Source: an optimization exercise on an open RTL-to-GDS flow (aim: small area, a short achievable clock period and few clock cycles). Production flows keep margins and buffers that such runs may drop.
Only simulation tests tie the RTL to the original design; equivalence was not proved.

// servo_angle_ramp_pwm_duty_top
module servo_angle_ramp_pwm_duty_top (
	input  wire logic        clk,
	input  wire logic        arst_n,
	input  wire logic        cmd_valid,
	output logic             cmd_ready,
	input  sarpd_pkg::cmd_t  cmd,
	output logic             res_valid,
	input  wire logic        res_ready,
	output sarpd_pkg::res_t  res,
	input  wire logic        cfg_we,
	input  wire logic [2:0]  cfg_index,
	input  wire logic [15:0] cfg_data
);
	localparam logic [1:0] K_MOVE = 2'd0;
	localparam logic [1:0] K_DIS  = 2'd1;
	localparam logic [1:0] K_EN   = 2'd2;
	localparam logic [1:0] K_NOP  = 2'd3;
	localparam logic [1:0] G_IDLE = 2'd0;
	localparam logic [1:0] G_WAIT = 2'd1;
	localparam logic [1:0] G_RUN  = 2'd2;
	logic [11:0] min_q;
	logic [11:0] span_q;
	logic [9:0]  max_q;
	logic [9:0]  closed_q;
	logic [9:0]  open_q;
	logic [15:0] per_q;
	logic [15:0] per_eff;
	assign per_eff = (per_q == 16'd0) ? 16'd1 : per_q;
	always_ff @(posedge clk or negedge arst_n) begin
		if (!arst_n) begin
			min_q    <= 12'd500;
			span_q   <= 12'd2000;
			max_q    <= 10'd180;
			closed_q <= 10'd0;
			open_q   <= 10'd90;
			per_q    <= 16'd20000;
		end else if (cfg_we) begin
			case (cfg_index)
				REG_MIN_PULSE:  min_q    <= cfg_data[11:0];
  ...
make LEC_CHECK=0 CAP_MARGIN=10 CORE_MARGIN=2 CORE_UTILIZATION=40 SETUP_SLACK_MARGIN=1.5 SLEW_MARGIN=10 finish   # period 8.0 ns
run.sh (not shown) runs the stock make flow with config.mk's settings and CLKGATE_MAP_FILE= SYNTH_SCRIPT=/design/flow/synth_recipe.tcl, a recipe that flattens the netlist after the stock synthesis.
Testbench counts at the start, summed over its fixed seeds: cycles 19,163.
Rerun with:
- ABC_AREA: default -> 1
- CAP_MARGIN: 10 -> 20
- SLEW_MARGIN: 10 -> 20
Outcome: Cell area came out lower slightly. Wire length came out higher by a few percent. Clock-buffer cell count came out lower by 4. First-iteration DRC count came out higher by a quarter to a third.
Rerun with:
- ABC_AREA: 1 -> default
Result: Core utilization rises by 1.1 points; setup slack gets better by 0.11 ns; cell area rises by 0.56%; via count falls by 8.8%; clock skew falls by 0.015 ns; wire length falls by 4.8%.
Rerun with:
- SETUP_SLACK_MARGIN: 1.5 -> 2.0
Via count came out higher by 0.58%; hold slack degrades by 0.0044 ns; setup slack improves by 0.068 ns; clock skew is about the same; first-iteration DRC count came out higher by 2.7%; sequential cell count does not change; final area came out higher by 1.4%; synthesized area stays the same; global-route usage came out higher by 0.18 points; synthesized cell count does not change.

========
Another version of the RTL of servo_angle_ramp_pwm_duty_top (not shown whole).
Size: roughly 4900 cells after synthesis, roughly 480 flip-flops, about 94 I/O pins, roughly 47000 sq um of cells after synthesis.
Settings: LEC_CHECK=0, ABC_CLOCK_PERIOD_IN_PS=4000, CAP_MARGIN=20, CORE_MARGIN=2, CORE_UTILIZATION=40, SETUP_SLACK_MARGIN=3.5, SLEW_MARGIN=20; clock period 8.0 ns.
Testbench counts at the start, summed over its fixed seeds: cycles 19,265.
==> next run, changes <==
- ABC_CLOCK_PERIOD_IN_PS: 4000 -> default
- SETUP_SLACK_MARGIN: 3.5 -> default
=>
- die area stays the same
- sequential share of layout area increases by 2.6 points
- design area decreases by 10%

========
Another version of the RTL of servo_angle_ramp_pwm_duty_top (not shown whole).
Size in the first run: roughly 4900 cells after synthesis, about 470 flip-flops, about 94 I/O pins, ~0.047 mm2 of cells after synthesis.
Settings: LEC_CHECK=0, CAP_MARGIN=20, CORE_MARGIN=2, CORE_UTILIZATION=40, SETUP_SLACK_MARGIN=1.0, SLEW_MARGIN=20; clock period 8.0 ns.
The first run finished with timing, DRC and antenna clean.
Testbench counts at the start, summed over its fixed seeds: cycles 19,177.
Then changed:
--- a/flow/config.mk
+++ b/flow/config.mk
@@ -9,4 +9,3 @@
 export CORE_MARGIN = 2
 export CORE_UTILIZATION = 40
-export SETUP_SLACK_MARGIN = 1.0
 export SLEW_MARGIN = 20
After rerunning: Critical path depth is lower by 2; area after synthesis is unchanged; design area is lower slightly; non-clock buffer count is lower by 39; setup slack degrades by 490 ps; wire length is lower slightly.

==> static timing again, ports no longer ideal <==
Ports are ideal in the flow. The routed layouts listed here were re-timed in OpenROAD.
Step 1, drivers: a clkbuf_16 drives clk and a buf_2 each remaining input, both assumed.
Step 2 adds t to the input delays and takes it off the output delays; t is the mean of the earliest and latest rising clock arrival at the registers after step 1. Input paths then give back, and output paths get back, about the clock's delay inside the block.
Three values: ideal, step 1, step 2; two values: the first two.
run	t (ns)	setup WS [ns]	cell pins on the clock port's net
the first run of note 1	0.689	1.456 / 1.456 / 1.456	1
the second run of note 1	0.710	1.494 / 1.494 / 1.494	1
the third run of note 1	0.682	1.601 / 1.601 / 1.601	1
the fourth run of note 1	0.679	1.669 / 1.669 / 1.669	1
the first run of note 2	0.680	1.132 / 1.132 / 1.132	1
the second run of note 2	0.711	0.518 / 0.518 / 0.518	1
the first run of note 3	0.706	1.257 / 1.257 / 1.257	1
the second run of note 3	0.708	0.769 / 0.769 / 0.769	1
After both steps setup and hold are still met in every run listed.
